Source: an optimization exercise on an open RTL-to-GDS flow (aim: small area, a short achievable clock period and few clock cycles per item). Production flows keep margins and buffers that such runs may drop.
Only simulation tests tie the RTL to the original design; equivalence was not proved.
Power is estimated from default activity; no workload was simulated.

==> design/flow/design.v <==
`timescale 1ns/1ps
`default_nettype none
package cpu_pkg;
    localparam int data_width = 32;
    localparam int w_oper     = 3;
    localparam int w_func     = 5;
    localparam int md_cycles  = 32;    
    localparam logic [w_oper-1:0] oper_alus = 3'd0;
    localparam logic [w_oper-1:0] oper_aluu = 3'd1;
    localparam logic [w_oper-1:0] oper_mfhi = 3'd2;
    localparam logic [w_oper-1:0] oper_mflo = 3'd3;
    localparam logic [w_oper-1:0] oper_mthi = 3'd4;
    localparam logic [w_oper-1:0] oper_mtlo = 3'd5;
    localparam logic [w_oper-1:0] oper_mfc0 = 3'd6;
    localparam logic [w_func-1:0] func_none = 5'd0;
    localparam logic [w_func-1:0] func_and  = 5'd1;
    localparam logic [w_func-1:0] func_or   = 5'd2;
    localparam logic [w_func-1:0] func_xor  = 5'd3;
    localparam logic [w_func-1:0] func_nor  = 5'd4;
    localparam logic [w_func-1:0] func_lui  = 5'd5;
    localparam logic [w_func-1:0] func_sll  = 5'd6;
    localparam logic [w_func-1:0] func_srl  = 5'd7;
    localparam logic [w_func-1:0] func_sra  = 5'd8;
    localparam logic [w_func-1:0] func_add  = 5'd9;
    localparam logic [w_func-1:0] func_sub  = 5'd10;
    localparam logic [w_func-1:0] func_slt  = 5'd11;
    localparam logic [w_func-1:0] func_mul  = 5'd12;
    localparam logic [w_func-1:0] func_div  = 5'd13;
    localparam logic [4:0] cp0_badvaddr = 5'd8;
    localparam logic [4:0] cp0_count    = 5'd9;
    localparam logic [4:0] cp0_compare  = 5'd11;
    localparam logic [4:0] cp0_status   = 5'd12;
    localparam logic [4:0] cp0_cause    = 5'd13;
    localparam logic [4:0] cp0_epc      = 5'd14;
endpackage
module bk_adder #(
    parameter int W = 36
) (
    input  logic [W-1:0] x,
    input  logic [W-1:0] y,
    input  logic         cin,
    output logic [W-1:0] s
);
    logic [W:0] g;
    logic [W:0] p;
    logic [W:0] gg;
    logic [W:0] pp;
    always_comb begin
        g[0] = cin;
        p[0] = 1'b0;
        for (int i = 0; i < W; i++) begin
            g[i+1] = x[i] & y[i];
            p[i+1] = x[i] ^ y[i];
        end
        gg = g;
        pp = p;
        for (int d = 1; d <= W; d = d * 2) begin
            for (int i = 1; i <= W; i++) begin
                if ((i % (2 * d)) == 2 * d - 1) begin
                    gg[i] = gg[i] | (pp[i] & gg[i-d]);
                    pp[i] = pp[i] & pp[i-d];
                end
            end
        end
        for (int d = 32; d >= 1; d = d / 2) begin
            for (int i = 1; i <= W; i++) begin
                if (i >= 3 * d - 1 && ((i - (3 * d - 1)) % (2 * d)) == 0) begin
                    gg[i] = gg[i] | (pp[i] & gg[i-d]);
                    pp[i] = pp[i] & pp[i-d];
                end
            end
        end
        for (int i = 0; i < W; i++) begin
            s[i] = p[i+1] ^ gg[i];
        end
    end
endmodule
`default_nettype wire
`timescale 1ns/1ps
`default_nettype none
import cpu_pkg::*;
module sglalu (
    input  logic [w_oper-1:0]     oper,
    input  logic [w_func-1:0]     func,
    input  logic [data_width-1:0] cp0_rt_data,
    input  logic [data_width-1:0] source_a,
    input  logic [data_width-1:0] source_b,
    input  logic [data_width-1:0] hi,
    input  logic [data_width-1:0] lo,
    output logic [data_width-1:0] result,
    output logic                  ov
);
    logic                  is_signed;
    logic                  sub;
    logic [data_width:0]   sum;
    logic                  less;
    logic                  left;
    logic [data_width-1:0] sh_in;
    logic [data_width-1:0] sh_out;
    logic [data_width-1:0] shifted;
    logic                  fill;
    assign is_signed = (oper == oper_alus);
    assign sub       = (func != func_add);
    logic [35:0] sum36;
    bk_adder #(.W(36)) u_add (
        .x   ({3'b0, is_signed & source_a[data_width-1], source_a}),
        .y   ({3'b0, {is_signed & source_b[data_width-1], source_b} ^ {(data_width+1){sub}}}),
        .cin (sub),
        .s   (sum36)
    );
    assign sum = sum36[data_width:0];
    assign less = sum[data_width];
    assign ov = is_signed && ((func == func_add) || (func == func_sub)) &&
                (source_a[data_width-1] == (source_b[data_width-1] ^ sub)) &&
                (sum[data_width-1] != source_a[data_width-1]);
    assign left = (func == func_sll);
    assign fill = (func == func_sra) & source_a[data_width-1];
    always_comb begin
        for (int i = 0; i < data_width; i++) begin
            sh_in[i] = left ? source_a[data_width-1-i] : source_a[i];
        end
    end
    assign sh_out = $signed({fill, sh_in}) >>> source_b[4:0];
    always_comb begin
        for (int i = 0; i < data_width; i++) begin
            shifted[i] = left ? sh_out[data_width-1-i] : sh_out[i];
        end
    end
    always_comb begin
        case (func)
            func_and: begin
                case (oper)
                    oper_mfhi: result = hi;
                    oper_mflo: result = lo;
                    oper_mfc0: result = cp0_rt_data;
                    default:   result = source_a & source_b;
                endcase
            end
            func_or:  result = source_a | source_b;
            func_xor: result = source_a ^ source_b;
            func_nor: result = ~(source_a | source_b);
            func_lui: result = {source_b[15:0], 16'h0000};
            func_sll, func_srl, func_sra: result = shifted;
            func_add, func_sub: result = sum[data_width-1:0];
            func_slt: result = {{(data_width-1){1'b0}}, less};
            default:  result = '0;
        endcase
    end
endmodule
`default_nettype wire
`timescale 1ns/1ps
`default_nettype none
import cpu_pkg::*;
module mulalu (
    input  logic                  clk,
    input  logic                  reset,
    input  logic [w_oper-1:0]     oper,
    input  logic [w_func-1:0]     func,
    input  logic [data_width-1:0] source_a,
    input  logic [data_width-1:0] source_b,
    output logic                  busy,
    output logic [data_width-1:0] hi,
    output logic [data_width-1:0] lo
);
    localparam logic [2:0] st_idle   = 3'd0;
    localparam logic [2:0] st_pre    = 3'd1;
    localparam logic [2:0] st_run    = 3'd2;
    localparam logic [2:0] st_posthi = 3'd3;
    localparam logic [2:0] st_postlo = 3'd4;
    logic [2:0]            state;
    logic [5:0]            pos;       
    logic                  is_div;
    logic                  sgn;
    logic                  neg_a;
    logic                  neg_b;
    logic                  op_sub;
    logic [data_width-1:0] b;
    logic                  start;
    logic                  is_md;
    logic                  s_sgn;
    logic                  negate;
    logic                  e;
    logic [35:0]           bx;
    logic [35:0]           x;
    logic [35:0]           y0;
    logic [35:0]           y1;
    logic [35:0]           cs_s;
    logic [35:0]           cs_c;
    logic                  c0;
    logic [35:0]           s;
    logic                  q;
    logic [35:0]           cmp;
    logic                  skip;
    logic [5:0]            pos_next;
    logic [data_width-1:0] step_hi;
    logic [data_width-1:0] step_lo;
    logic [data_width-1:0] skip_hi;
    logic [data_width-1:0] skip_lo;
    assign busy  = (state != st_idle);
    assign is_md = (func == func_mul) || (func == func_div);
    assign start = is_md && !busy;
    assign s_sgn = (oper != oper_aluu);
    assign negate = (state == st_pre) || (state == st_posthi) || (state == st_postlo);
    assign e      = sgn & hi[data_width-1];
    assign bx     = {{4{sgn & b[data_width-1]}}, b};
    always_comb begin
        if (state == st_pre || state == st_postlo) begin
            x = ~{4'h0, lo};
        end else if (state == st_posthi) begin
            x = ~{4'h0, hi};
        end else if (is_div) begin
            x = {3'b000, hi, lo[data_width-1]};
        end else begin
            x = {{4{e}}, hi};
        end
    end
    assign y0 = negate ? '0 : ((bx & {36{is_div | lo[0]}}) ^ {36{op_sub}});
    assign y1 = (negate | is_div) ? '0 : (({bx[34:0], 1'b0} & {36{lo[1]}}) ^ {36{op_sub}});
    assign c0 = negate | op_sub;
    assign cs_s = x ^ y0 ^ y1;
    assign cs_c = {(x[34:0] & y0[34:0]) | (x[34:0] & y1[34:0]) | (y0[34:0] & y1[34:0]),
                   op_sub & ~negate & ~is_div};
    bk_adder #(.W(36)) u_add (.x(cs_s), .y(cs_c), .cin(c0), .s(s));
    assign q = ~s[35];
    always_comb begin
        if (is_div) begin
            step_hi = q ? s[data_width-1:0] : x[data_width-1:0];
            step_lo = {lo[data_width-2:0], q};
        end else begin
            step_hi = s[data_width+1:2];
            step_lo = {s[1:0], lo[data_width-1:2]};
        end
    end
    bk_adder #(.W(36)) u_cmp (.x({4'h0, hi[23:0], lo[data_width-1:24]}), .y(bx ^ {36{op_sub}}), .cin(op_sub), .s(cmp));
    always_comb begin
        if (is_div) begin
            skip    = (hi[data_width-1:24] == '0) && cmp[35];
            skip_hi = {hi[23:0], lo[data_width-1:24]};
            skip_lo = {lo[23:0], 8'h00};
        end else begin
            skip    = (lo[7:0] == '0);
            skip_hi = {{8{e}}, hi[data_width-1:8]};
            skip_lo = {hi[7:0], lo[data_width-1:8]};
        end
        skip = skip && (pos[5:3] != 3'd0);
    end
    assign pos_next = pos - (skip ? 6'd8 : is_div ? 6'd1 : 6'd2);
    always_ff @(posedge clk) begin
        if (reset) begin
            state <= st_idle;
        end else begin
            case (state)
                st_idle:   if (start) state <= (s_sgn & source_a[data_width-1]) ? st_pre : st_run;
                st_pre:    state <= st_run;
                st_run:    if (pos_next == 6'd0) state <= (is_div & neg_a) ? st_posthi :
                                                         (is_div & (neg_a ^ neg_b)) ? st_postlo : st_idle;
                st_posthi: state <= (neg_a ^ neg_b) ? st_postlo : st_idle;
                default:   state <= st_idle;
            endcase
        end
    end
    always_ff @(posedge clk) begin
        if (start) begin
            is_div <= (func == func_div);
            sgn    <= s_sgn;
            neg_a  <= s_sgn & source_a[data_width-1];
            neg_b  <= s_sgn & source_b[data_width-1];
            op_sub <= (func == func_div) ? ~(s_sgn & source_b[data_width-1]) :
                                           (s_sgn & source_a[data_width-1]);
            b      <= source_b;
            pos    <= 6'd32;
        end else if (state == st_run) begin
            pos <= pos_next;
        end
    end
    always_ff @(posedge clk) begin
        if (reset) begin
            hi <= '0;
            lo <= '0;
        end else begin
            case (state)
                st_idle: begin
                    if (start) begin
                        hi <= '0;
                        lo <= source_a;
                    end else begin
                        if (oper == oper_mthi) hi <= source_a;
                        if (oper == oper_mtlo) lo <= source_a;
                    end
                end
                st_pre, st_postlo: lo <= s[data_width-1:0];
                st_posthi:         hi <= s[data_width-1:0];
                st_run: begin
                    hi <= skip ? skip_hi : step_hi;
                    lo <= skip ? skip_lo : step_lo;
                end
                default: ;
            endcase
        end
    end
endmodule
`default_nettype wire
`timescale 1ns/1ps
`default_nettype none
`default_nettype wire
`timescale 1ns/1ps
`default_nettype none
import cpu_pkg::*;
module cp0_regs (
    input  logic                  clk,
    input  logic                  reset,
    input  logic                  cp0_write,
    input  logic [4:0]            cp0_addr,
    input  logic [data_width-1:0] cp0_rd_data,
    output logic [data_width-1:0] cp0_rt_data,
    output logic                  timer_irq
);
    logic [data_width-1:0] count;
    logic [data_width-1:0] compare;
    logic [data_width-1:0] status;
    logic [data_width-1:0] epc;
    logic                  irq;
    logic                  half_tick;
    logic                  match;
    logic [data_width-1:0] count_inc;
    bk_adder #(.W(data_width)) u_inc (.x(count), .y('0), .cin(1'b1), .s(count_inc));
    assign match     = (count == compare) && (compare != '0);
    assign timer_irq = irq;    
    always_ff @(posedge clk) begin
        if (reset) begin
            count     <= '0;
            compare   <= '0;
            status    <= '0;
            epc       <= '0;
            irq       <= 1'b0;
            half_tick <= 1'b0;
        end else begin
            half_tick <= ~half_tick;
            if (cp0_write && cp0_addr == cp0_count) begin
                count <= cp0_rd_data;
            end else if (half_tick) begin
                count <= count_inc;    
            end
            if (cp0_write && cp0_addr == cp0_status) begin
                status <= cp0_rd_data;
            end
            if (cp0_write && cp0_addr == cp0_epc) begin
                epc <= cp0_rd_data;
            end
            if (cp0_write && cp0_addr == cp0_compare) begin
                compare <= cp0_rd_data;
                irq     <= 1'b0;    
            end else if (match) begin
                irq <= 1'b1;
            end
        end
    end
    always_comb begin
        case (cp0_addr)
            cp0_count:    cp0_rt_data = count;
            cp0_compare:  cp0_rt_data = compare;
            cp0_status:   cp0_rt_data = status;
            cp0_cause:    cp0_rt_data = {16'h0000, irq, 15'h0000};
            cp0_epc:      cp0_rt_data = epc;
            default:      cp0_rt_data = '0;    
        endcase
    end
endmodule
`default_nettype wire
`timescale 1ns/1ps
`default_nettype none
import cpu_pkg::*;
module exec_stage (
    input  logic                  clk,
    input  logic                  reset,
    input  logic [w_oper-1:0]     oper,
    input  logic [w_func-1:0]     func,
    input  logic [data_width-1:0] source_a,
    input  logic [data_width-1:0] source_b,
    input  logic [4:0]            cp0_addr,
    input  logic                  cp0_write,
    output logic [data_width-1:0] result,
    output logic                  ov,
    output logic                  busy,
    output logic                  timer_irq
);
    logic [data_width-1:0] cp0_rt_data;
    logic [data_width-1:0] hi;
    logic [data_width-1:0] lo;
    sglalu u_sglalu (
        .oper        (oper),
        .func        (func),
        .cp0_rt_data (cp0_rt_data),
        .source_a    (source_a),
        .source_b    (source_b),
        .hi          (hi),
        .lo          (lo),
        .result      (result),
        .ov          (ov)
    );
    mulalu u_mulalu (
        .clk      (clk),
        .reset    (reset),
        .oper     (oper),
        .func     (func),
        .source_a (source_a),
        .source_b (source_b),
        .busy     (busy),
        .hi       (hi),
        .lo       (lo)
    );
    cp0_regs u_cp0_regs (
        .clk         (clk),
        .reset       (reset),
        .cp0_write   (cp0_write),
        .cp0_addr    (cp0_addr),
        .cp0_rd_data (source_b),
        .cp0_rt_data (cp0_rt_data),
        .timer_irq   (timer_irq)
    );
endmodule
`default_nettype wire
==> design/flow/run.sh <==
#!/bin/bash
# synth_recipe.tcl (not shown) runs the flow's synth.tcl, then flattens the netlist and writes it again
# the make line also repeats each setting of config.mk as NAME=value (left out here)
make -C /OpenROAD-flow-scripts/flow DESIGN_CONFIG=/design/flow/config.mk WORK_HOME=/design/flow/orfs CLKGATE_MAP_FILE= SYNTH_SCRIPT=/design/flow/synth_recipe.tcl finish
==> design/flow/config.mk <==
export PLATFORM = sky130hd
export DESIGN_NAME = exec_stage
export DESIGN_NICKNAME = exec_stage
export VERILOG_FILES = /design/flow/design.v
export SDC_FILE = /design/flow/constraint.sdc
export NUM_CORES = 4
export LEC_CHECK = 0
export CAP_MARGIN = 20
export CORE_MARGIN = 2
export CORE_UTILIZATION = 40
export SLEW_MARGIN = 20
==> design/flow/constraint.sdc <==
create_clock -name core_clock -period 7.0 [get_ports {clk}]
set_input_delay 1.4000 -clock core_clock [delete_from_list [all_inputs] [get_ports {clk}]]
set_output_delay 1.4000 -clock core_clock [all_outputs]
set_load 0.01 [all_outputs]
==> results of run 1 <==
cells by family (layout without fill, tap and decap cells):
family	count (synthesis)	after routing	share of synthesized area (%)
compound gates	1061	1061	27.7
simple gates	1071	1071	18.0
other cells	0	3	0
flops	240	240	19.7
mux	167	167	8.14
buf+inv	431	608	6.24
fa+ha+maj	247	247	13.7
xor+xnor	196	196	6.54
critical path, delay by kind of cell:
family,cells,cell delay [ns]
xor gates and xnor gates,1,0.12
buffers and inverters,7,1.19
AOI/OAI and AO/OA,6,0.97
and+or+nand+nor,6,0.98
adders and majority gates,2,0.83
final cells by class:
class	instances	area (sq um)	area share [%]
multi-input combinational	2742	19800	64.0
sequential	240	5170	16.7
timing repair buffer	395	3350	10.8
tap	855	1070	3.45
clock buffer	45	816	2.63
inverter	160	601	1.94
clock inverter	8	133	0.428
antenna	3	7.51	0.0242
power by group:
group | total, W | internal, W | leakage (nW) | switching [W]
Combinational | 0.00303 | 0.00111 | 10.6 | 0.00192
Sequential | 0.00167 | 0.00148 | 1.99 | 0.000187
Clock | 0.00158 | 0.000911 | 0.458 | 0.000669
worst paths after layout:
path                                         endpoint  cells past startpoint
worst max-delay path                       result[21]                     22
worst min-delay path            u_cp0_regs.status[11]                      2
worst max register to register        u_mulalu.hi[19]                     23
worst min register to register  u_cp0_regs.status[11]                      2
synthesized netlist by cell type (11+ instances only):
cell,number
a221o_1,29
xor2_1,138
o211ai_1,48
a221oi_1,91
a2111oi_0,50
nand2_1,486
o22ai_1,37
o21ai_0,157
nor2_1,313
o221ai_1,29
or3_1,21
edfxtp_1,37
a222oi_1,12
nor3_1,42
o2111ai_1,11
mux4_2,34
fa_1,68
and3_1,36
xnor2_1,58
nor4_1,28
clkbuf_1,226
o31a_1,12
ha_1,178
mux2_2,33
a21o_1,34
mux2i_1,100
a21oi_1,290
a31oi_1,22
nand4_1,24
and2_1,13
inv_1,157
nor2b_1,14
a211oi_1,89
a22o_1,15
o21a_1,12
dfxtp_1,203
nand3_1,39
buf_1,34
a311oi_1,18
nand2b_1,14
timing repair:
item	CTS	global route
buffers inserted	6	3
pin swaps	34	23
gates resized for setup	89	32
gates cloned	1	0
hold buffers	0	0
setup endpoints to repair	28	29
per-layer routing:
metal  share of wire (%)  GRT usage [%]  wire length [um]
met3                  14           13.9             18500
met1                  38           48.1             50100
met2                  40           53.1             51900
met5               0.063          0.783                83
met4                 7.7           23.2             10100
stage by stage:
step | std cells | hold slack, ns | cell area (sq um) | setup WS [ns] | total power, W
floorplan | 3413 | 0.436 | 26300 | 0.0293 | 0.00334
global route | 4445 | 0.471 | 31000 | -0.0208 | 0.00648
detailed placement | 4383 | 0.446 | 29700 | -0.710 | 0.00453
global placement | 4383 | 0.443 | 29700 | -0.694 | 0.00452
CTS | 4442 | 0.455 | 30900 | 0.0269 | 0.00611
finish | 4448 | 0.456 | 31000 | 0.111 | 0.00627
flip-flops by register name (all words and copies together), names as in the netlist:
signal and cells:
u_cp0_regs.compare 32, u_cp0_regs.count 32, u_cp0_regs.epc 32, u_cp0_regs.status 32, u_mulalu.b 32, u_mulalu.hi 32, u_mulalu.lo 32, u_mulalu.pos 6
u_mulalu.state 3, u_cp0_regs.half_tick 1, u_cp0_regs.irq 1, u_mulalu.is_div 1, u_mulalu.neg_a 1, u_mulalu.neg_b 1, u_mulalu.op_sub 1, u_mulalu.sgn 1
==> flow_metrics.env, run 1 <==
export IMPL_synth_seq_area_share_pct=19.7
export IMPL_cp_max_fo=6
export IMPL_rr_startpoint="u_mulalu.state[1]"
export IMPL_cts_root_buffer="clkbuf_16"
export IMPL_clk_path_buf_depth=3
export IMPL_cap_violations=0
export IMPL_synth_top_flop_cell="dfxtp_1"
export IMPL_outcome="no timing/DRC/antenna violations"
export IMPL_syn_inst=3413
export IMPL_insertion_delay_ns=0.61
export IMPL_antenna_found_initial=3
export IMPL_die_h_um=260
export IMPL_final_util_pct=47.9
export IMPL_drt_iter0_drc=4525
export IMPL_grt_pass1_vias=27300
export IMPL_synthTopCellsByArea="dfxtp_1 15%, ha_1 8.5%, nand2_1 6.9%"
export IMPL_peakVddDrop_mv=0.165
export IMPL_mostFrequentLayoutCell="nand2_1"
export IMPL_synth_top_area_share_pct=15.5
export IMPL_post_dp_hpwl_um=97000
export IMPL_vias_per_cell=6.65
export IMPL_finalSetupViolCount=0
export IMPL_nets=3894
export IMPL_drv_slew=0
export IMPL_max_freq_mhz=145
export IMPL_drive_gt1_share_pct=13.8
export IMPL_track_usage_pct=37.6
export IMPL_initial_utilization_pct=40.6
export IMPL_clock_sinks=240
export IMPL_cts_made_buffers=29
export IMPL_synth_warning_count=5
export IMPL_synth_edff_count=37
export IMPL_clk_pin_slew_ns=0.06
export IMPL_required_ns=5.60
export IMPL_cts_max_level=1
export IMPL_period_share_pct=98.4
export IMPL_hp_class="register to register"
export IMPL_die_area_sq_um=67700
export IMPL_worstSetupStartpointType="primary input"
export IMPL_crit_top_cell="buf_4"
export IMPL_core_sq_um=64700
export IMPL_wl_um=131000
export IMPL_vias=29600
export IMPL_powerDensity_nw_per_um2=202
export IMPL_cp_slowest_cell="fa_2"
export IMPL_area_growth_pct=18.0
export IMPL_finalSetupTns_ns=0
export IMPL_synth_cell_types=85
export IMPL_drtAntennaViolNets=0
export IMPL_synth_area_sq_um=26300
export IMPL_firstDrtPassIters=9
export IMPL_num_io_pins=115
export IMPL_fillers=6440
export IMPL_die_width_um=260
export IMPL_grt_ovfl_total=0
export IMPL_p_leak_nw=13.0
export IMPL_async_flop_share_pct=0
export IMPL_crit_type="primary input to primary output"
export IMPL_synth_nets=3739
export IMPL_finalHoldViolCount=0
export IMPL_cp_arrival_ns=5.49
export IMPL_grt_max_degree=96
export IMPL_rrSetupSlack_ns=0.43
export IMPL_io_buffers=114
export IMPL_gp_congestion=1.07
export IMPL_critical_path_max_stage_delay_ns=0.51
export IMPL_worstSetupEndpointType="primary output"
export IMPL_cts_tree="yes"
export IMPL_synth_area_per_cell_sq_um=7.70
export IMPL_synth_largest_area_cell="dfxtp_1"
export IMPL_path_cells="dlygate4sd2_1 -> nor2b_4 -> nand2_4 -> buf_12 -> buf_4 -> xnor2_1 -> ha_1 -> buf_6 -> and3_4 -> nand4_1 -> o32a_1 -> buf_4 -> a21oi_2 -> nor2b_2 -> o21bai_1 -> a21oi_2 -> fa_2 -> o221ai_1 -> nor4_1 -> buf_4 -> o221ai_1 -> buf_2"
export IMPL_rows=93
export IMPL_post_drt_wl_per_cell_um=29.4
export IMPL_final_min_clock_period_ns=6.89
export IMPL_relSlewSlack_pct=21.4
export IMPL_ys_seq_elements=240
export IMPL_worstHoldStart="u_cp0_regs.status[11]"
export IMPL_grt_pass1_wl_um=189000
export IMPL_worst_slew_pin_transition_ns=1.18
export IMPL_route_detailed_drc=0
export IMPL_timing_critical_path_from="func[1]"
export IMPL_layout_common_cells="483 x nand2_1, 307 x nor2_1, 281 x a21oi_1"
export IMPL_worst_clock_skew_ns=0.0219
Testbench counts, summed over its fixed seeds: cycles 21,169, instructions 12,000.
==> run 2: changes to the inputs <==
--- a/design/flow/design.v
+++ b/design/flow/design.v
@@ -55,18 +55,10 @@
         gg = g;
         pp = p;
         for (int d = 1; d <= W; d = d * 2) begin
-            for (int i = 1; i <= W; i++) begin
-                if ((i % (2 * d)) == 2 * d - 1) begin
-                    gg[i] = gg[i] | (pp[i] & gg[i-d]);
-                    pp[i] = pp[i] & pp[i-d];
-                end
-            end
-        end
-        for (int d = 32; d >= 1; d = d / 2) begin
-            for (int i = 1; i <= W; i++) begin
-                if (i >= 3 * d - 1 && ((i - (3 * d - 1)) % (2 * d)) == 0) begin
-                    gg[i] = gg[i] | (pp[i] & gg[i-d]);
-                    pp[i] = pp[i] & pp[i-d];
+            for (int i = W; i >= 1; i--) begin
+                if (((i / d) % 2) == 1) begin
+                    gg[i] = gg[i] | (pp[i] & gg[(i / d) * d - 1]);
+                    pp[i] = pp[i] & pp[(i / d) * d - 1];
                 end
             end
         end
@@ -100,7 +92,7 @@
     logic [data_width-1:0] shifted;
     logic                  fill;
     assign is_signed = (oper == oper_alus);
-    assign sub       = (func != func_add);
+    assign sub       = func[1];
     logic [35:0] sum36;
     bk_adder #(.W(36)) u_add (
         .x   ({3'b0, is_signed & source_a[data_width-1], source_a}),
@@ -319,19 +311,22 @@
     logic [data_width-1:0] compare;
     logic [data_width-1:0] status;
     logic [data_width-1:0] epc;
+    logic                  compare_ok;
+    logic                  status_ok;
+    logic                  epc_ok;
     logic                  irq;
     logic                  half_tick;
     logic                  match;
     logic [data_width-1:0] count_inc;
     bk_adder #(.W(data_width)) u_inc (.x(count), .y('0), .cin(1'b1), .s(count_inc));
-    assign match     = (count == compare) && (compare != '0);
+    assign match     = compare_ok && (count == compare) && (compare != '0);
     assign timer_irq = irq;    
     always_ff @(posedge clk) begin
         if (reset) begin
             count     <= '0;
-            compare   <= '0;
-            status    <= '0;
-            epc       <= '0;
+            compare_ok <= 1'b0;
+            status_ok  <= 1'b0;
+            epc_ok     <= 1'b0;
             irq       <= 1'b0;
             half_tick <= 1'b0;
         end else begin
@@ -342,26 +337,37 @@
                 count <= count_inc;    
             end
             if (cp0_write && cp0_addr == cp0_status) begin
-                status <= cp0_rd_data;
+                status_ok <= 1'b1;
             end
             if (cp0_write && cp0_addr == cp0_epc) begin
-                epc <= cp0_rd_data;
+                epc_ok <= 1'b1;
             end
             if (cp0_write && cp0_addr == cp0_compare) begin
-                compare <= cp0_rd_data;
-                irq     <= 1'b0;    
+                compare_ok <= 1'b1;
+                irq        <= 1'b0;    
             end else if (match) begin
                 irq <= 1'b1;
             end
         end
     end
+    always_ff @(posedge clk) begin
+        if (cp0_write && cp0_addr == cp0_status) begin
+            status <= cp0_rd_data;
+        end
+        if (cp0_write && cp0_addr == cp0_epc) begin
+            epc <= cp0_rd_data;
+        end
+        if (cp0_write && cp0_addr == cp0_compare) begin
+            compare <= cp0_rd_data;
+        end
+    end
     always_comb begin
         case (cp0_addr)
             cp0_count:    cp0_rt_data = count;
-            cp0_compare:  cp0_rt_data = compare;
-            cp0_status:   cp0_rt_data = status;
+            cp0_compare:  cp0_rt_data = compare_ok ? compare : '0;
+            cp0_status:   cp0_rt_data = status_ok ? status : '0;
             cp0_cause:    cp0_rt_data = {16'h0000, irq, 15'h0000};
-            cp0_epc:      cp0_rt_data = epc;
+            cp0_epc:      cp0_rt_data = epc_ok ? epc : '0;
             default:      cp0_rt_data = '0;    
         endcase
     end
--- a/design/flow/config.mk
+++ b/design/flow/config.mk
@@ -5,7 +5,9 @@
 export SDC_FILE = /design/flow/constraint.sdc
 export NUM_CORES = 4
 export LEC_CHECK = 0
+export ABC_AREA = 1
 export CAP_MARGIN = 20
 export CORE_MARGIN = 2
 export CORE_UTILIZATION = 40
+export SETUP_SLACK_MARGIN = 1.5
 export SLEW_MARGIN = 20
==> run 2 against run 1 <==
Still clean on timing, DRC and antenna. First-iteration DRC count rose by 2.6%. Register-to-register slack better by 1.2 ns. Synthesized cell count grew 13%. Cell count rose by 9.2%. Sequential power up 7%. Worst hold slack better by 0.015 ns. Critical path type unchanged. Largest power group unchanged. Highest routed layer unchanged.
==> flow_metrics.env, run 2 <==
export IMPL_outcome="no timing/DRC/antenna violations"
export IMPL_initial_utilization_pct=40.3
export IMPL_clock_sinks=243
export IMPL_grt_util_met3_pct=8.09
export IMPL_die_width_um=258
export IMPL_p_sw_share_pct=46.3
export IMPL_place_inst=4730
export IMPL_finalSetupTns_ns=0
export IMPL_seq_power_share_pct=26.0
export IMPL_post_dp_hpwl_um=94500
export IMPL_powerDensity_nw_per_um2=221
export IMPL_cts_made_buffers=30
export IMPL_final_min_clock_period_ns=5.90
export IMPL_synth_warning_count=5
export IMPL_cts_root_buffer="clkbuf_16"
export IMPL_rsz0062_at_grt="yes"
export IMPL_drv_slew=0
export IMPL_worst_clock_skew_ns=0.0465
export IMPL_mostFrequentLayoutCell="nand2_1"
export IMPL_ys_seq_elements=243
export IMPL_nets=4270
export IMPL_intPower_w=0.00367
export IMPL_insertion_delay_ns=0.62
export IMPL_clk_path_buf_depth=3
export IMPL_hold_slack_ns=0.471
export IMPL_synth_edff_count=133
export IMPL_worst_slew_pin_transition_ns=1.13
export IMPL_grt_pass1_wl_um=183000
export IMPL_period_share_pct=84.3
export IMPL_synth_largest_area_cell="edfxtp_1"
export IMPL_gp_congestion=1.09
export IMPL_num_io_pins=115
export IMPL_finalSetupViolCount=0
export IMPL_synth_seq_area_share_pct=23.9
export IMPL_combPwrFrac_pct=48.2
export IMPL_io_buffers=114
export IMPL_synth_area_per_cell_sq_um=6.70
export IMPL_synth_top_area_share_pct=15.4
export IMPL_area_growth_pct=19.5
export IMPL_worstSetupEndpointType="primary output"
export IMPL_finalHoldViolCount=0
export IMPL_drt_iter0_drc=4643
export IMPL_rows=93
export IMPL_peakVddDrop_mv=0.189
export IMPL_post_drt_wl_per_cell_um=26.5
export IMPL_vias_per_cell=6.14
export IMPL_synth_cell_types=62
export IMPL_cts_tree="yes"
export IMPL_pwr_share_clk_pct=25.8
export IMPL_hp_class="register to register"
export IMPL_design_area_sq_um=30900
export IMPL_synth_area_sq_um=25900
export IMPL_track_usage_pct=37.1
export IMPL_grt_max_degree=127
export IMPL_cts_max_level=1
export IMPL_grt_use_met1_pct=48.3
export IMPL_yosys_top_cells_count="982 x nand2_1, 407 x inv_1, 380 x nand3_1, 325 x o21ai_0, 238 x a21oi_1"
export IMPL_drtAntennaViolNets=0
export IMPL_grt_busiest_layer="met2"
export IMPL_route_detailed_drc=0
export IMPL_post_dp_cell_area_sq_um=28100
export IMPL_antenna_found_initial=7
export IMPL_syn_inst=3860
export IMPL_synth_most_common_cell="nand2_1"
export IMPL_relSlewSlack_pct=24.6
export IMPL_grt_ovfl_total=0
export IMPL_worstSetupStartpointType="primary input"
export IMPL_cp_max_fo=5
export IMPL_cp_arrival_ns=4.50
export IMPL_die_area_sq_um=66700
export IMPL_groute_layer_met2_usage_pct=55.7
export IMPL_wl_um=129000
export IMPL_die_h_um=258
export IMPL_p_leak_nw=13.5
export IMPL_max_freq_mhz=169
export IMPL_clk_pin_slew_ns=0.06
export IMPL_async_flop_share_pct=0
export IMPL_cap_violations=0
export IMPL_grt_pass1_vias=26900
export IMPL_required_ns=5.60
export IMPL_drive_gt1_share_pct=15.0
export IMPL_layout_common_cells="961 x nand2_1, 394 x inv_1, 341 x nand3_1"
export IMPL_synth_top_flop_cell="edfxtp_1"
export IMPL_p_sw_w=0.00316
export IMPL_crit_type="primary input to primary output"
export IMPL_vias=29800
export IMPL_ctsHoldBuffers=0
export IMPL_synth_nets=4153
export IMPL_firstDrtPassIters=10
export IMPL_core_sq_um=64200
export IMPL_synthTopCellsByArea="edfxtp_1 15%, nand2_1 14%, dfxtp_1 8.5%"
export IMPL_final_util_pct=48.1
export IMPL_stdcell_count=4857
-- run 2: worst paths after layout --
check	startpoint	end	cells after the start	slack [ns]
max	func[1]	result[0]	21	1.10
min	u_cp0_regs.epc_ok	u_cp0_regs.epc_ok	1	0.47
max reg2reg	u_mulalu.state[0]	u_mulalu.hi[16]	18	1.64
min reg2reg	u_cp0_regs.epc_ok	u_cp0_regs.epc_ok	1	0.47
-- run 2: cell type report --
cell class | count | area [sq um]
Timing Repair inverter | 1 | 7.51
Sequential cell | 243 | 6200
Clock buffer | 35 | 800
Timing Repair Buffer | 304 | 2640
Inverter | 432 | 1660
Fill cell | 6650 | 33300
Tap cell | 855 | 1070
Antenna cell | 1 | 2.50
Clock inverter | 21 | 308
Multi-Input combinational cell | 2965 | 18200
-- run 2: per-layer routing --
metal	share of wire [%]	vias up
li1	-	13400
met1	38	13900
met2	42	2045
met3	12	479
met4	8.0	8
met5	0.044	-
-- run 2: timing repair --
item,in CTS,in global routing
resized for setup,351,127
pin swaps,69,50
setup endpoints to repair,68,69
cloned,3,5
setup buffers,38,24
-- run 2: power groups by stage --
| stage | Sequential (W) | Clock, W | Combinational, W |
|---|---|---|---|
| finish | 0.00178 | 0.00176 | 0.00329 |
| global route | 0.00177 | 0.00181 | 0.00355 |
| CTS | 0.00175 | 0.00176 | 0.00306 |
| detailed placement | 0.00178 | 0 | 0.00297 |
| global placement | 0.00179 | 0 | 0.00296 |
| floorplan | 0.00168 | 0 | 0.00200 |
-- run 2: logic make-up after synthesis --
logic type / share of synthesized area [%]
simple gates: 28.6
buf+inv: 10.2
compound gates: 21.1
xor+xnor: 4.40
fa+ha+maj: 11.6
mux: 0.0774
flops: 23.9
-- run 2: per-stage QoR --
stage | setup WS, ns | total power, W
2_1_floorplan | 1.35 | 0.00368
3_3_place_gp | 0.272 | 0.00475
3_5_place_dp | 0.177 | 0.00475
4_1_cts | 1.04 | 0.00657
5_1_grt | 0.971 | 0.00713
6_report | 1.10 | 0.00683
-- run 2: critical path: stages --
cell	delay, ns
buf_16	0.13
buf_12	0.15
buf_6	0.12
xor2_1	0.15
ha_1	0.34
nand2_2	0.12
o21ai_4	0.08
inv_2	0.09
o21ai_2	0.07
inv_2	0.07
nor2_2	0.04
nor3_2	0.20
nand2_1	0.09
nand2_2	0.08
nand2_2	0.05
fa_2	0.35
xnor2_2	0.14
xor2_1	0.20
a221oi_2	0.32
nand3_1	0.12
buf_2	0.16
Testbench counts of run 2, summed over its fixed seeds: cycles 21,169, instructions 12,000.
==> run 3: changes to the inputs <==
--- a/design/flow/config.mk
+++ b/design/flow/config.mk
@@ -5,9 +5,7 @@
 export SDC_FILE = /design/flow/constraint.sdc
 export NUM_CORES = 4
 export LEC_CHECK = 0
-export ABC_AREA = 1
 export CAP_MARGIN = 20
 export CORE_MARGIN = 2
 export CORE_UTILIZATION = 40
-export SETUP_SLACK_MARGIN = 1.5
 export SLEW_MARGIN = 20
==> run 3 against run 2 <==
Die area down 4.9%. Fmax down 14%. Sequential share of layout area up 1.1 points. Synthesized cell count down 22%. Synthesized area down 4.9%. Cell count down 17%. Clock skew down 0.011 ns. Sequential power about the same. Worst hold slack better by 0.0061 ns. Combinational power down 14%. Setup slack worse by 0.94 ns. Largest power group unchanged.
==> flow_metrics.env, run 3 <==
export IMPL_place_inst=3951
export IMPL_synth_area_sq_um=24600
export IMPL_vias_per_cell=6.68
export IMPL_ys_seq_elements=243
export IMPL_synthTopCellsByArea="edfxtp_1 16%, dfxtp_1 9.0%, ha_1 8.5%"
export IMPL_period_share_pct=97.8
export IMPL_cp_slowest_cell="clkdlybuf4s50_1"
export IMPL_peakVddDrop_mv=0.243
export IMPL_critical_path_max_stage_delay_ns=0.61
export IMPL_drive_gt1_share_pct=13.5
export IMPL_worst_clock_skew_ns=0.0356
export IMPL_powerDensity_nw_per_um2=217
export IMPL_synth_top_flop_cell="edfxtp_1"
export IMPL_worstHoldStart="u_cp0_regs.epc_ok"
export IMPL_synth_nets=3296
export IMPL_fin_ws_ns=0.152
export IMPL_post_dp_hpwl_um=98000
export IMPL_synth_most_common_cell="nand2_1"
export IMPL_syn_inst=3003
export IMPL_antenna_found_initial=4
export IMPL_async_flop_share_pct=0
export IMPL_grt_ovfl_total=0
export IMPL_wl_um=130000
export IMPL_grt_pass1_wl_um=185000
export IMPL_rsz0062_at_grt="yes"
export IMPL_synth_seq_area_share_pct=25.2
export IMPL_relSlewSlack_pct=29.2
export IMPL_crit_buf_inv=3
export IMPL_crit_type="primary input to primary output"
export IMPL_io_buffers=114
export IMPL_initial_utilization_pct=40.6
export IMPL_clock_sinks=243
export IMPL_cts_max_level=1
export IMPL_firstDrtPassIters=8
export IMPL_stdcell_count=4014
export IMPL_rr_startpoint="u_mulalu.state[0]"
export IMPL_grt_pass1_vias=25700
export IMPL_cp_arrival_ns=5.45
export IMPL_drtAntennaViolNets=0
export IMPL_clk_path_buf_depth=3
export IMPL_num_io_pins=115
export IMPL_synth_area_per_cell_sq_um=8.19
export IMPL_synth_edff_count=133
export IMPL_finalSetupViolCount=0
export IMPL_worstSetupStartpointType="primary input"
export IMPL_mostFrequentLayoutCell="nand2_1"
export IMPL_drv_slew=0
export IMPL_cts_tree="yes"
export IMPL_gp_congestion=1.00
export IMPL_final_min_clock_period_ns=6.85
export IMPL_die_width_um=252
export IMPL_insertion_delay_ns=0.63
export IMPL_final_util_pct=48.4
export IMPL_nets=3500
export IMPL_required_ns=5.60
export IMPL_cp_max_fo=3
export IMPL_cap_violations=0
export IMPL_worstSetupEndpointType="primary output"
export IMPL_cts_root_buffer="clkbuf_16"
export IMPL_layout_common_cells="359 x nand2_1, 322 x nor2_1, 272 x buf_4"
export IMPL_core_sq_um=60600
export IMPL_timing_critical_path_from="source_a[6]"
export IMPL_vias=26800
export IMPL_track_usage_pct=40.1
export IMPL_drt_iter0_drc=3691
export IMPL_finalHoldViolCount=0
export IMPL_multi_input_area_sq_um=17200
export IMPL_rows=90
export IMPL_synth_warning_count=5
export IMPL_route_detailed_drc=0
export IMPL_p_leak_nw=11.8
export IMPL_synth_top_area_share_pct=16.2
export IMPL_max_freq_mhz=146
export IMPL_regArea_sq_um=6200
export IMPL_hp_class="register to register"
export IMPL_yosys_top_cells_count="361 x nand2_1, 326 x nor2_1, 182 x clkbuf_1, 178 x a21oi_1, 172 x o21ai_0"
export IMPL_fillers=5891
export IMPL_hold_slack_ns=0.477
export IMPL_path_cells="clkdlybuf4s50_1 -> ha_1 -> nand4_1 -> o21ai_1 -> a31oi_2 -> a2111oi_4 -> o31ai_2 -> nand2_1 -> a21oi_2 -> buf_4 -> o21ai_1 -> fa_1 -> a222oi_1 -> nand2_1 -> a211oi_2 -> o21ai_2 -> dlygate4sd2_1"
export IMPL_area_growth_pct=19.2
export IMPL_die_area_sq_um=63500
export IMPL_post_drt_wl_per_cell_um=32.5
export IMPL_crit_family="compound AO/OA/AOI/OAI gates"
export IMPL_worst_slew_pin_transition_ns=1.06
export IMPL_grt_max_degree=67
export IMPL_cts_made_buffers=30
export IMPL_die_h_um=252
export IMPL_place_ws_ns=-0.402
export IMPL_synth_largest_area_cell="edfxtp_1"
export IMPL_outcome="no timing/DRC/antenna violations"
export IMPL_synth_cell_types=81
export IMPL_clk_pin_slew_ns=0.06
[run 3: cell types whose count changed in the layout (fill, tap and decap cells not counted), sizes merged, moves of 96 or more]
cell,before,now
nor2,180,327
inv,423,121
mux2i,2,104
nand3,382,83
o21ai,389,174
nand2,1003,361
a211oi,7,103
[run 3: power breakdown]
part	internal (W)	leakage, nW	switching [W]
registers	0.00158	2.10	0.000210
logic	0.00105	9.15	0.00177
clock network	0.00100	0.531	0.000753
[run 3: cells by family after synthesis]
| group | synth area share, % |
|---|---|
| AND/OR/NAND/NOR | 17.4 |
| AO/OA/AOI/OAI | 24.6 |
| buffers and inverters | 5.39 |
| flip-flops | 25.2 |
| adder cells (fa/ha/maj) | 12.2 |
| XOR/XNOR | 7.23 |
| multiplexers | 7.99 |
[run 3: worst reg2reg max path, cell delays in order, from the launching register on]
cell and delay [ns]:
dfxtp_1 0.53, xor2_1 0.21, and2_2 0.51, buf_4 0.33
buf_4 0.29, a21oi_1 0.08, a21oi_1 0.34, fa_1 0.47
ha_1 0.38, o21ai_0 0.19, o21bai_1 0.10, o311ai_0 0.43
nand2_1 0.13, a21oi_1 0.53, nand2b_1 0.20, fa_1 0.64
nor2_1 0.09, a2111o_1 0.39, o32ai_1 0.10
[run 3: cell type report]
class,instances,area share [%]
multi-input combinational,2420,58.7
sequential,243,21.1
timing repair buffer,397,11.6
tap,782,3.34
clock buffer,32,2.62
inverter,115,1.47
clock inverter,24,1.09
antenna,1,0.00853
[run 3: timing repair]
item	4_1_cts	5_1_grt
buffers inserted	1	5
hold endpoints to repair	0	0
gates resized for setup	11	21
setup endpoints to repair	3	8
pin swaps	3	8
hold buffers	0	0
[run 3: worst paths after layout]
kind / end / slack (ns) / depth (start not counted)
hold / removal: u_cp0_regs.epc_ok / 0.48 / 2
hold reg to reg: u_cp0_regs.epc_ok / 0.48 / 2
setup reg to reg: u_mulalu.hi[29] / 0.98 / 18
setup / recovery: result[31] / 0.15 / 17
[run 3: layer usage]
layer / global-route usage [%] / vias up / share of wire [%]
met5: 0 / - / 0
met1: 51.1 / 13000 / 38
li1: - / 11600 / -
met2: 62.8 / 1798 / 44
met3: 8.53 / 420 / 11
met4: 23.4 / 0 / 7.2
[run 3: through the flow]
step / setup TNS (ns) / total power (W) / area, sq um
floorplan: 0 / 0.00325 / 24600
global placement: -0.831 / 0.00448 / 28100
detailed placement: -0.849 / 0.00451 / 28100
CTS: 0 / 0.00625 / 29200
global route: -0.0566 / 0.00656 / 29300
finish: 0 / 0.00636 / 29300
==> run 4: changes to the inputs <==
--- a/design/flow/config.mk
+++ b/design/flow/config.mk
@@ -8,4 +8,6 @@
 export CAP_MARGIN = 20
 export CORE_MARGIN = 2
 export CORE_UTILIZATION = 40
+export GPL_TIMING_DRIVEN = 0
+export SETUP_SLACK_MARGIN = 0.8
 export SLEW_MARGIN = 20
==> run 4 against run 3 <==
Worst hold slack gained 0.0064 ns. Count of clock-buffer cells in the layout increased by 2. Sequential cell count unchanged. Combinational power grew 11%. Power rose by 5.6%. Critical path type unchanged. Largest cell class unchanged. Highest routed layer is now met5.
==> flow_metrics.env, run 4 <==
export IMPL_mostFrequentLayoutCell="nand2_1"
export IMPL_synthMuxAreaShare_pct=7.99
export IMPL_synth_simple_area_share_pct=17.4
export IMPL_cap_violations=0
export IMPL_cts_max_level=1
export IMPL_synth_edff_count=133
export IMPL_cp_slowest_cell="dlygate4sd2_1"
export IMPL_synth_top_flop_cell="edfxtp_1"
export IMPL_grt_pass1_vias=26300
export IMPL_firstDrtPassIters=8
export IMPL_rrSetupSlack_ns=0.80
export IMPL_initial_utilization_pct=40.6
export IMPL_nets=3507
export IMPL_worstSetupStartpointType="primary input"
export IMPL_clk_path_buf_depth=3
export IMPL_fillers=5943
export IMPL_peakVddDrop_mv=0.195
export IMPL_insertion_delay_ns=0.65
export IMPL_synthTopCellsByArea="edfxtp_1 16%, dfxtp_1 9.0%, ha_1 8.5%"
export IMPL_drt_iter0_drc=4825
export IMPL_grt_ovfl_total=0
export IMPL_cp_arrival_ns=5.37
export IMPL_io_buffers=110
export IMPL_synth_most_common_cell="nand2_1"
export IMPL_finalHoldViolCount=0
export IMPL_required_ns=5.60
export IMPL_multi_input_area_sq_um=18100
export IMPL_rsz0062_at_grt="yes"
export IMPL_powerDensity_nw_per_um2=226
export IMPL_hold_path_depth=2
export IMPL_synth_area_sq_um=24600
export IMPL_ctsHoldBuffers=0
export IMPL_outcome="no timing/DRC/antenna violations"
export IMPL_rr_worst_depth=20
export IMPL_synth_nets=3296
export IMPL_area_growth_pct=20.9
export IMPL_synthAdderAreaFrac_pct=12.2
export IMPL_relSlewSlack_pct=12.3
export IMPL_synth_compound_area_share_pct=24.6
export IMPL_rr_startpoint="u_mulalu.state[0]"
export IMPL_period_share_pct=96.7
export IMPL_cts_root_buffer="clkbuf_16"
export IMPL_finalSetupTns_ns=0
export IMPL_cts_made_buffers=31
export IMPL_regArea_sq_um=6200
export IMPL_synthXorXnorAreaFrac_pct=7.23
export IMPL_drtAntennaViolNets=0
export IMPL_drv_slew=0
export IMPL_grt_max_degree=45
export IMPL_antenna_found_initial=17
export IMPL_track_usage_pct=46.3
export IMPL_die_width_um=252
export IMPL_worstSetupEndpointType="primary output"
export IMPL_finalSetupViolCount=0
export IMPL_total_power_w=0.00672
export IMPL_final_min_clock_period_ns=6.77
export IMPL_async_flop_share_pct=0
export IMPL_synth_largest_area_cell="edfxtp_1"
export IMPL_post_drt_wl_per_cell_um=37.5
export IMPL_clk_pin_slew_ns=0.06
export IMPL_vias=28300
export IMPL_gp_congestion=1.08
export IMPL_syn_inst=3003
export IMPL_path_cells="dlygate4sd2_1 -> ha_1 -> a21o_1 -> a21oi_1 -> and2_1 -> nand2_1 -> a21oi_4 -> o21ai_2 -> fa_1 -> a222oi_1 -> nand2_1 -> a211oi_2 -> o21ai_2 -> buf_2"
export IMPL_hold_slack_ns=0.484
export IMPL_critical_path_max_stage_delay_ns=0.97
export IMPL_p_leak_nw=11.6
export IMPL_yosys_top_cells_count="361 x nand2_1, 326 x nor2_1, 182 x clkbuf_1, 178 x a21oi_1, 172 x o21ai_0"
export IMPL_die_h_um=252
export IMPL_synth_warning_count=5
export IMPL_num_io_pins=115
export IMPL_whs_endpoint="u_mulalu.pos[3]"
export IMPL_drive_gt1_share_pct=15.1
export IMPL_core_sq_um=60600
export IMPL_fin_ws_ns=0.232
export IMPL_synth_top_area_share_pct=16.2
export IMPL_rows=90
export IMPL_place_ws_ns=-1.71
export IMPL_wl_um=151000
export IMPL_synth_area_per_cell_sq_um=8.19
export IMPL_timing_rr_end="u_mulalu.hi[0]"
export IMPL_synth_top_family_by_area="compound AO/OA/AOI/OAI gates"
export IMPL_layout_common_cells="357 x nand2_1, 322 x nor2_1, 165 x ha_1"
export IMPL_vias_per_cell=7.01
export IMPL_worst_clock_skew_ns=0.0348
export IMPL_cp_max_fo=9
export IMPL_post_dp_hpwl_um=111000
export IMPL_clock_sinks=243
export IMPL_worstHoldStart="u_mulalu.pos[3]"
export IMPL_cts_tree="yes"
export IMPL_ys_seq_elements=243
export IMPL_worst_slew_pin_transition_ns=1.31
export IMPL_die_area_sq_um=63500
export IMPL_synth_cell_types=81
export IMPL_hp_class="register to register"
export IMPL_grt_pass1_wl_um=206000
export IMPL_synth_seq_area_share_pct=25.2
export IMPL_route_detailed_drc=0
export IMPL_crit_type="primary input to primary output"
export IMPL_max_freq_mhz=148
run 4: cell count changes in the layout (fill, tap and decap cells not counted), sizes merged, moves of 2 or more:
| cell | delta |
|---|---|
| buf | -155 |
| clkbuf | +186 |
| clkdlybuf4s15 | +33 |
| clkdlybuf4s50 | -89 |
| clkinvlp | +2 |
| diode | +12 |
| dlygate4sd2 | +33 |
| inv | -2 |
run 4: final cells by class:
type	count	share of cell area [%]
diodes	13	0.109
flip-flops and latches	243	20.8
clock buffers	34	2.71
multi-input cells	2420	60.9
well taps	782	3.29
inverters	115	1.46
repair buffers	178	5.60
plain buffers	225	4.21
clock inverters	24	0.900
run 4: worst max-delay path by stage:
stage               cells after the start    endpoint          from
floorplan                              17  result[31]       func[1]
global placement                       19  result[31]   source_b[4]
detailed placement                     19  result[31]   source_b[4]
CTS                                    15  result[31]  source_a[21]
global route                           20  result[31]       func[1]
finish                                 14  result[31]  source_a[26]
run 4: critical path, delay by kind of cell:
family | cells | cell delay, ns
compound gates | 7 | 1.45
fa+ha+maj | 2 | 0.94
buf+inv | 2 | 1.15
simple gates | 3 | 0.42
run 4: stage by stage:
| stage | utilization [%] | std cells | area (sq um) |
|---|---|---|---|
| after global routing | 49.0 | 4021 | 29700 |
| after global placement | 44.1 | 3895 | 26700 |
| after CTS | 48.3 | 4005 | 29300 |
| after floorplan | - | 3003 | 24600 |
| final | 49.1 | 4034 | 29700 |
| after detailed placement | 44.3 | 3900 | 26800 |
run 4: repair_timing:
| item | 4_1_cts | 5_1_grt |
|---|---|---|
| pin swaps | 64 | 27 |
| cloned | 1 | 0 |
| endpoints found under the setup margin | 98 | 67 |
| resized for setup | 502 | 126 |
| setup buffers | 46 | 16 |
run 4: routing by layer:
layer / up-vias / GRT usage [%] / part of all wire (%)
li1: 11600 / - / -
met1: 13600 / 57.4 / 36
met2: 2425 / 66.7 / 41
met3: 698 / 13.7 / 13
met4: 10 / 37.3 / 10
met5: - / 0 / 0.046
run 4: cells by family (layout without fill, tap and decap cells):
logic type	Yosys count	after routing
AO/OA/AOI/OAI	881	881
XOR/XNOR	203	203
adder cells (fa/ha/maj)	213	213
buffers and inverters	340	576
flip-flops	243	243
multiplexers	152	152
other	0	13
AND/OR/NAND/NOR	971	971
run 4: report_power, final:
group / leakage (nW) / switching, W / internal [W]
combinational: 9.00 / 0.00212 / 0.00100
sequential: 2.10 / 0.000265 / 0.00158
clock: 0.528 / 0.000757 / 0.000990
total: 11.6 / 0.00314 / 0.00358
==> run 5: changes to the inputs <==
--- a/design/flow/config.mk
+++ b/design/flow/config.mk
@@ -8,6 +8,5 @@
 export CAP_MARGIN = 20
 export CORE_MARGIN = 2
 export CORE_UTILIZATION = 40
-export GPL_TIMING_DRIVEN = 0
 export SETUP_SLACK_MARGIN = 0.8
 export SLEW_MARGIN = 20
==> run 5 against run 4 <==
Critical endpoint unchanged. Critical path type unchanged. Synthesized area is the same. Largest power group unchanged. Critical path depth increased by 6. First-iteration DRC count decreased by 20%. Non-clock buffer count shrank 14.
==> flow_metrics.env, run 5 <==
export IMPL_drv_slew=0
export IMPL_p_leak_nw=11.9
export IMPL_grt_ovfl_total=0
export IMPL_clk_path_buf_depth=3
export IMPL_mostFrequentLayoutCell="nand2_1"
export IMPL_design_area_sq_um=29800
export IMPL_post_dp_hpwl_um=94000
export IMPL_hp_class="register to register"
export IMPL_required_ns=5.60
export IMPL_peakVddDrop_mv=0.232
export IMPL_layout_common_cells="357 x nand2_1, 320 x nor2_1, 253 x buf_4"
export IMPL_insertion_delay_ns=0.62
export IMPL_intPower_w=0.00357
export IMPL_synth_top_flop_cell="edfxtp_1"
export IMPL_place_ws_ns=-0.307
export IMPL_synth_warning_count=5
export IMPL_synth_edff_count=133
export IMPL_rr_worst_depth=21
export IMPL_synth_area_per_cell_sq_um=8.19
export IMPL_p_sw_w=0.00267
export IMPL_gp_congestion=1.05
export IMPL_worst_clock_skew_ns=0.0310
export IMPL_cp_arrival_ns=5.07
export IMPL_synth_largest_area_cell="edfxtp_1"
export IMPL_rr_startpoint="u_mulalu.is_div"
export IMPL_worst_slew_pin_transition_ns=1.24
export IMPL_fillers=5888
export IMPL_die_area_sq_um=63500
export IMPL_cts_tree="yes"
export IMPL_cts_max_level=1
export IMPL_rsz0062_at_grt="yes"
export IMPL_nets=3492
export IMPL_total_power_w=0.00624
export IMPL_crit_type="primary input to primary output"
export IMPL_powerDensity_nw_per_um2=209
export IMPL_post_dp_cell_area_sq_um=27700
export IMPL_p_sw_share_pct=42.8
export IMPL_seq_power_share_pct=28.7
export IMPL_cap_violations=0
export IMPL_firstDrtPassIters=10
export IMPL_period_share_pct=92.4
export IMPL_initial_utilization_pct=40.6
export IMPL_area_growth_pct=21.2
export IMPL_drtAntennaViolNets=0
export IMPL_cp_slowest_cell="fa_1"
export IMPL_cts_root_buffer="clkbuf_16"
export IMPL_synth_cell_types=81
export IMPL_pwr_share_clk_pct=27.2
export IMPL_whs_endpoint="u_mulalu.pos[0]"
export IMPL_die_h_um=252
export IMPL_cts_made_buffers=30
export IMPL_die_width_um=252
export IMPL_cp_max_fo=7
export IMPL_final_min_clock_period_ns=6.47
export IMPL_path_cells="buf_8 -> buf_12 -> buf_6 -> xor2_1 -> ha_1 -> a21oi_2 -> o21ai_2 -> a31oi_2 -> buf_4 -> a2111oi_4 -> o31ai_2 -> nand2_2 -> a21oi_4 -> o21ai_2 -> fa_1 -> a222oi_1 -> nand2_1 -> a211oi_2 -> o21ai_2 -> buf_2"
export IMPL_grt_pass1_vias=25600
export IMPL_post_drt_wl_per_cell_um=31.8
export IMPL_timing_rr_end="u_mulalu.hi[14]"
export IMPL_crit_top_cell="o21ai_2"
export IMPL_outcome="no timing/DRC/antenna violations"
export IMPL_wl_um=127000
export IMPL_num_io_pins=115
export IMPL_rrSetupSlack_ns=1.05
export IMPL_worstSetupEndpointType="primary output"
export IMPL_synth_area_sq_um=24600
export IMPL_async_flop_share_pct=0
export IMPL_grt_max_degree=67
export IMPL_synth_nets=3296
export IMPL_io_buffers=114
export IMPL_drt_iter0_drc=3882
export IMPL_synth_seq_area_share_pct=25.2
export IMPL_synth_most_common_cell="nand2_1"
export IMPL_yosys_top_cells_count="361 x nand2_1, 326 x nor2_1, 182 x clkbuf_1, 178 x a21oi_1, 172 x o21ai_0"
export IMPL_synthTopCellsByArea="edfxtp_1 16%, dfxtp_1 9.0%, ha_1 8.5%"
export IMPL_vias_per_cell=6.79
export IMPL_hold_slack_ns=0.501
export IMPL_fin_ws_ns=0.530
export IMPL_clk_pin_slew_ns=0.06
export IMPL_combPwrFrac_pct=44.1
export IMPL_track_usage_pct=38.7
export IMPL_rows=90
export IMPL_synth_top_area_share_pct=16.2
export IMPL_drive_gt1_share_pct=16.0
export IMPL_worstHoldStart="u_mulalu.pos[0]"
export IMPL_timing_critical_path_from="func[1]"
export IMPL_vias=27200
export IMPL_hold_path_depth=2
export IMPL_critical_path_max_stage_delay_ns=0.45
export IMPL_finalSetupViolCount=0
export IMPL_relSlewSlack_pct=16.9
export IMPL_core_sq_um=60600
export IMPL_worstSetupStartpointType="primary input"
export IMPL_antenna_found_initial=5
export IMPL_route_detailed_drc=0
export IMPL_ys_seq_elements=243
export IMPL_finalHoldViolCount=0
export IMPL_syn_inst=3003
export IMPL_clock_sinks=243
export IMPL_max_freq_mhz=155
export IMPL_grt_pass1_wl_um=180000
## run 5: cell counts after synthesis
Identical to the previous run, type by type.
## run 5: how the worst max path moves through the flow
| stage | slack (ns) | cells after the start | end |
|---|---|---|---|
| after floorplan | 0.86 | 17 | result[31] |
| after detailed placement | -0.31 | 18 | result[31] |
| after global placement | -0.34 | 18 | result[31] |
| after CTS | 0.61 | 19 | result[31] |
| after global routing | 0.29 | 20 | result[31] |
| final | 0.53 | 20 | result[31] |
## run 5: per-stage QoR
step                instances  utilization (%)  setup TNS (ns)
global route             4004             49.2               0
detailed placement       3903             45.7          -0.653
global placement         3903             45.7          -0.700
finish                   4008             49.2               0
floorplan                3003                -               0
CTS                      3985             48.4               0
## run 5: kinds of logic after synthesis
| logic type | after synthesis | share of synthesized area, % |
|---|---|---|
| simple gates | 971 | 17.4 |
| compound gates | 881 | 24.6 |
| buf+inv | 340 | 5.39 |
| flops | 243 | 25.2 |
| fa+ha+maj | 213 | 12.2 |
| xor+xnor | 203 | 7.23 |
| mux | 152 | 7.99 |
## run 5: power groups by stage
stage	Clock (W)	Sequential, W	Combinational (W)
floorplan	0	0.00169	0.00156
global placement	0	0.00180	0.00251
detailed placement	0	0.00180	0.00253
CTS	0.00170	0.00177	0.00260
global route	0.00175	0.00178	0.00289
finish	0.00170	0.00179	0.00275
## run 5: final cells by class
type / instances / area [sq um] / area share, %
clock buffers: 37 / 787 / 2.64
repair buffers: 389 / 3370 / 11.3
clock inverters: 18 / 253 / 0.848
well taps: 782 / 978 / 3.28
multi-input cells: 2420 / 17800 / 59.7
diodes: 4 / 10.0 / 0.0336
inverters: 115 / 435 / 1.46
flip-flops and latches: 243 / 6200 / 20.8
## run 5: critical path: cells and delay by family
kind | cells | cell delay, ns
fa+ha+maj | 2 | 0.78
xor+xnor | 1 | 0.16
buf+inv | 5 | 0.70
compound gates | 10 | 1.80
simple gates | 2 | 0.22
## run 5: what timing repair did
item	CTS	global route
pin swaps	50	43
endpoints found under the setup margin	34	44
gates cloned	1	0
resized for setup	169	84
buffers inserted	26	19
hold buffers	0	0
## run 5: routing by layer
layer  routed length, um  vias up  track usage, %
met5                  23        -               0
met4               10800        4            26.2
met3               14100      534            7.26
met2               54400     2039            59.3
met1               48000    13100            49.5
li1                    -    11500               -
==> run 6: changes to the inputs <==
--- a/design/flow/config.mk
+++ b/design/flow/config.mk
@@ -5,8 +5,8 @@
 export SDC_FILE = /design/flow/constraint.sdc
 export NUM_CORES = 4
 export LEC_CHECK = 0
-export CAP_MARGIN = 20
+export CAP_MARGIN = 5
 export CORE_MARGIN = 2
 export CORE_UTILIZATION = 40
 export SETUP_SLACK_MARGIN = 0.8
-export SLEW_MARGIN = 20
+export SLEW_MARGIN = 5
==> run 6 against run 5 <==
Die area unchanged. Still clean. Worst hold slack unchanged. Combinational power barely moved. Cell area did not move. Wire length unchanged. Utilization unchanged. Critical endpoint unchanged. Clock skew is the same.
==> flow_metrics.env, run 6 <==
export IMPL_synth_most_common_cell="nand2_1"
export IMPL_cts_tree="yes"
export IMPL_stdcell_count=4008
export IMPL_required_ns=5.60
export IMPL_worst_slew_pin_transition_ns=1.24
export IMPL_synth_seq_area_share_pct=25.2
export IMPL_rsz0062_at_grt="yes"
export IMPL_finalHoldViolCount=0
export IMPL_die_h_um=252
export IMPL_initial_utilization_pct=40.6
export IMPL_gp_congestion=1.05
export IMPL_rrSetupSlack_ns=1.05
export IMPL_async_flop_share_pct=0
export IMPL_place_inst=3903
export IMPL_grt_pass1_vias=25600
export IMPL_clk_pin_slew_ns=0.06
export IMPL_synth_edff_count=133
export IMPL_p_sw_share_pct=42.8
export IMPL_period_share_pct=92.4
export IMPL_ys_seq_elements=243
export IMPL_cp_arrival_ns=5.07
export IMPL_drive_gt1_share_pct=16.0
export IMPL_worstSetupEndpointType="primary output"
export IMPL_vias=27200
export IMPL_drv_slew=0
export IMPL_combPwrFrac_pct=44.1
export IMPL_worst_clock_skew_ns=0.0310
export IMPL_yosys_top_cells_count="361 x nand2_1, 326 x nor2_1, 182 x clkbuf_1, 178 x a21oi_1, 172 x o21ai_0"
export IMPL_groute_layer_met2_usage_pct=59.3
export IMPL_clk_path_buf_depth=3
export IMPL_intPower_w=0.00357
export IMPL_cap_violations=0
export IMPL_powerDensity_nw_per_um2=209
export IMPL_regArea_sq_um=6200
export IMPL_critical_path_max_stage_delay_ns=0.45
export IMPL_multi_input_area_sq_um=17800
export IMPL_timing_rr_end="u_mulalu.hi[14]"
export IMPL_drt_iter0_drc=3882
export IMPL_rr_startpoint="u_mulalu.is_div"
export IMPL_vias_per_cell=6.79
export IMPL_max_freq_mhz=155
export IMPL_die_width_um=252
export IMPL_synth_top_flop_cell="edfxtp_1"
export IMPL_synth_top_area_share_pct=16.2
export IMPL_grt_ovfl_total=0
export IMPL_grt_use_met1_pct=49.5
export IMPL_antenna_found_initial=5
export IMPL_final_min_clock_period_ns=6.47
export IMPL_finalSetupViolCount=0
export IMPL_p_sw_w=0.00267
export IMPL_cp_max_fo=7
export IMPL_nets=3492
export IMPL_synth_area_per_cell_sq_um=8.19
export IMPL_rows=90
export IMPL_mostFrequentLayoutCell="nand2_1"
export IMPL_ctsHoldBuffers=0
export IMPL_grt_max_degree=67
export IMPL_rr_worst_depth=21
export IMPL_synth_area_sq_um=24600
export IMPL_synth_nets=3296
export IMPL_grt_pass1_wl_um=180000
export IMPL_seq_power_share_pct=28.7
export IMPL_clock_sinks=243
export IMPL_insertion_delay_ns=0.62
export IMPL_syn_inst=3003
export IMPL_cp_slowest_cell="fa_1"
export IMPL_post_drt_wl_per_cell_um=31.8
export IMPL_layout_common_cells="357 x nand2_1, 320 x nor2_1, 253 x buf_4"
export IMPL_crit_top_cell="o21ai_2"
export IMPL_relSlewSlack_pct=16.9
export IMPL_worstSetupStartpointType="primary input"
export IMPL_crit_type="primary input to primary output"
export IMPL_grt_busiest_layer="met2"
export IMPL_cts_root_buffer="clkbuf_16"
export IMPL_synthTopCellsByArea="edfxtp_1 16%, dfxtp_1 9.0%, ha_1 8.5%"
export IMPL_wl_um=127000
export IMPL_finalSetupTns_ns=0
export IMPL_io_buffers=114
export IMPL_synth_cell_types=81
export IMPL_peakVddDrop_mv=0.232
export IMPL_hp_class="register to register"
export IMPL_cts_made_buffers=30
export IMPL_post_dp_hpwl_um=94000
export IMPL_final_util_pct=49.2
export IMPL_post_dp_cell_area_sq_um=27700
export IMPL_area_growth_pct=21.2
export IMPL_track_usage_pct=38.7
export IMPL_pwr_share_clk_pct=27.2
export IMPL_hold_path_depth=2
export IMPL_path_cells="buf_8 -> buf_12 -> buf_6 -> xor2_1 -> ha_1 -> a21oi_2 -> o21ai_2 -> a31oi_2 -> buf_4 -> a2111oi_4 -> o31ai_2 -> nand2_2 -> a21oi_4 -> o21ai_2 -> fa_1 -> a222oi_1 -> nand2_1 -> a211oi_2 -> o21ai_2 -> buf_2"
export IMPL_grt_util_met3_pct=7.26
export IMPL_synth_largest_area_cell="edfxtp_1"
export IMPL_p_leak_nw=11.9
export IMPL_cts_max_level=1
export IMPL_synth_warning_count=5
export IMPL_whs_endpoint="u_mulalu.pos[0]"
export IMPL_core_sq_um=60600
export IMPL_num_io_pins=115
export IMPL_worstHoldStart="u_mulalu.pos[0]"
export IMPL_firstDrtPassIters=10
export IMPL_design_area_sq_um=29800
export IMPL_outcome="no timing/DRC/antenna violations"
export IMPL_fillers=5888
export IMPL_route_detailed_drc=0
export IMPL_drtAntennaViolNets=0
export IMPL_die_area_sq_um=63500
-- run 6: worst max-delay path, delay by kind of cell --
kind                       cells  cell delay (ns)
buffers and inverters          5             0.70
adders and majority gates      2             0.78
xor gates and xnor gates       1             0.16
and+or+nand+nor                2             0.22
AOI/OAI and AO/OA             10             1.80
-- run 6: layout make-up --
type                            instances  share of cell area, %
Sequential cell                       243                   20.8
Multi-Input combinational cell       2420                   59.7
Inverter                              115                   1.46
Clock buffer                           37                   2.64
Tap cell                              782                   3.28
Antenna cell                            4                 0.0336
Timing Repair Buffer                  389                   11.3
Clock inverter                         18                  0.848
-- run 6: kinds of logic (layout without fill, tap and decap cells) --
| family | Yosys count | count (layout) | synth area share [%] |
|---|---|---|---|
| other cells | 0 | 4 | 0 |
| simple gates | 971 | 971 | 17.4 |
| buf+inv | 340 | 559 | 5.39 |
| compound gates | 881 | 881 | 24.6 |
| flops | 243 | 243 | 25.2 |
| fa+ha+maj | 213 | 213 | 12.2 |
| mux | 152 | 152 | 7.99 |
| xor+xnor | 203 | 203 | 7.23 |
-- run 6: how the worst max path moves through the flow --
stage                startpoint    endpoint  slack (ns)  cells after the start
floorplan               func[1]  result[31]        0.86                     17
global placement    source_b[2]  result[31]       -0.34                     18
detailed placement  source_b[2]  result[31]       -0.31                     18
CTS                     func[1]  result[31]        0.61                     19
global route            func[1]  result[31]        0.29                     20
finish                  func[1]  result[31]        0.53                     20
-- run 6: routing by layer --
| layer | vias to the layer above | wire length [um] |
|---|---|---|
| met3 | 534 | 14100 |
| met5 | - | 23 |
| li1 | 11500 | - |
| met4 | 4 | 10800 |
| met2 | 2039 | 54400 |
| met1 | 13100 | 48000 |
-- run 6: per-stage QoR --
step / worst slack, ns / power, W / hold WS (ns)
after global routing: 0.291 / 0.00642 / 0.527
after global placement: -0.339 / 0.00430 / 0.454
final: 0.530 / 0.00624 / 0.501
after CTS: 0.615 / 0.00607 / 0.483
after detailed placement: -0.307 / 0.00433 / 0.469
after floorplan: 0.857 / 0.00325 / 0.432
-- run 6: power groups by stage --
stage,Clock (W),Combinational (W),Sequential (W)
2_1_floorplan,0,0.00156,0.00169
3_3_place_gp,0,0.00251,0.00180
3_5_place_dp,0,0.00253,0.00180
4_1_cts,0.00170,0.00260,0.00177
5_1_grt,0.00175,0.00289,0.00178
6_report,0.00170,0.00275,0.00179
-- run 6: repair_timing --
| action | in CTS | in global routing |
|---|---|---|
| gates resized for setup | 169 | 84 |
| gates cloned | 1 | 0 |
| endpoints found under the setup margin | 34 | 44 |
| setup buffers | 26 | 19 |
| pin swaps | 50 | 43 |

==> re-timing with driven ports <==
The results above use ideal ports. As a check the final layouts listed here were re-extracted and re-timed, cells and wires unchanged.
Step 1 assumes that a clkbuf_16 drives the clock port and a buf_2 every other input.
Step 2 times the ports against the registers' clock, not the clock port: input delays grow and output delays shrink by t, the midpoint of the rising clock arrivals with the driver on.
a / b / c = ideal ports / drivers / drivers and shift; a / b = the first two.
| run | shift t [ns] | setup WS [ns] | hold slack, ns | worst register clock-pin slew, ns | worst slew at a driven data input, ns |
|---|---|---|---|---|---|
| run 1 | 0.653 | 0.111 / 0.090 / 0.090 | 0.456 / 0.456 / 0.456 | 0.07 / 0.07 | 0.10 |
| run 2 | 0.651 | 1.096 / 0.963 / 0.963 | 0.471 / 0.471 / 0.471 | 0.07 / 0.07 | 0.18 |
| run 3 | 0.669 | 0.152 / 0.125 / 0.125 | 0.477 / 0.477 / 0.477 | 0.07 / 0.07 | 0.08 |
| run 4 | 0.689 | 0.232 / 0.218 / 0.218 | 0.484 / 0.484 / 0.484 | 0.07 / 0.07 | 0.05 |
| run 5 | 0.667 | 0.530 / 0.484 / 0.484 | 0.501 / 0.501 / 0.501 | 0.07 / 0.07 | 0.07 |
| run 6 | 0.667 | 0.530 / 0.484 / 0.484 | 0.501 / 0.501 / 0.501 | 0.07 / 0.07 | 0.07 |
After both steps setup and hold are still met in every run listed. The setup slack of run 2, which loses most, moves by -0.133 ns with the drivers and by -0.133 ns with both steps.
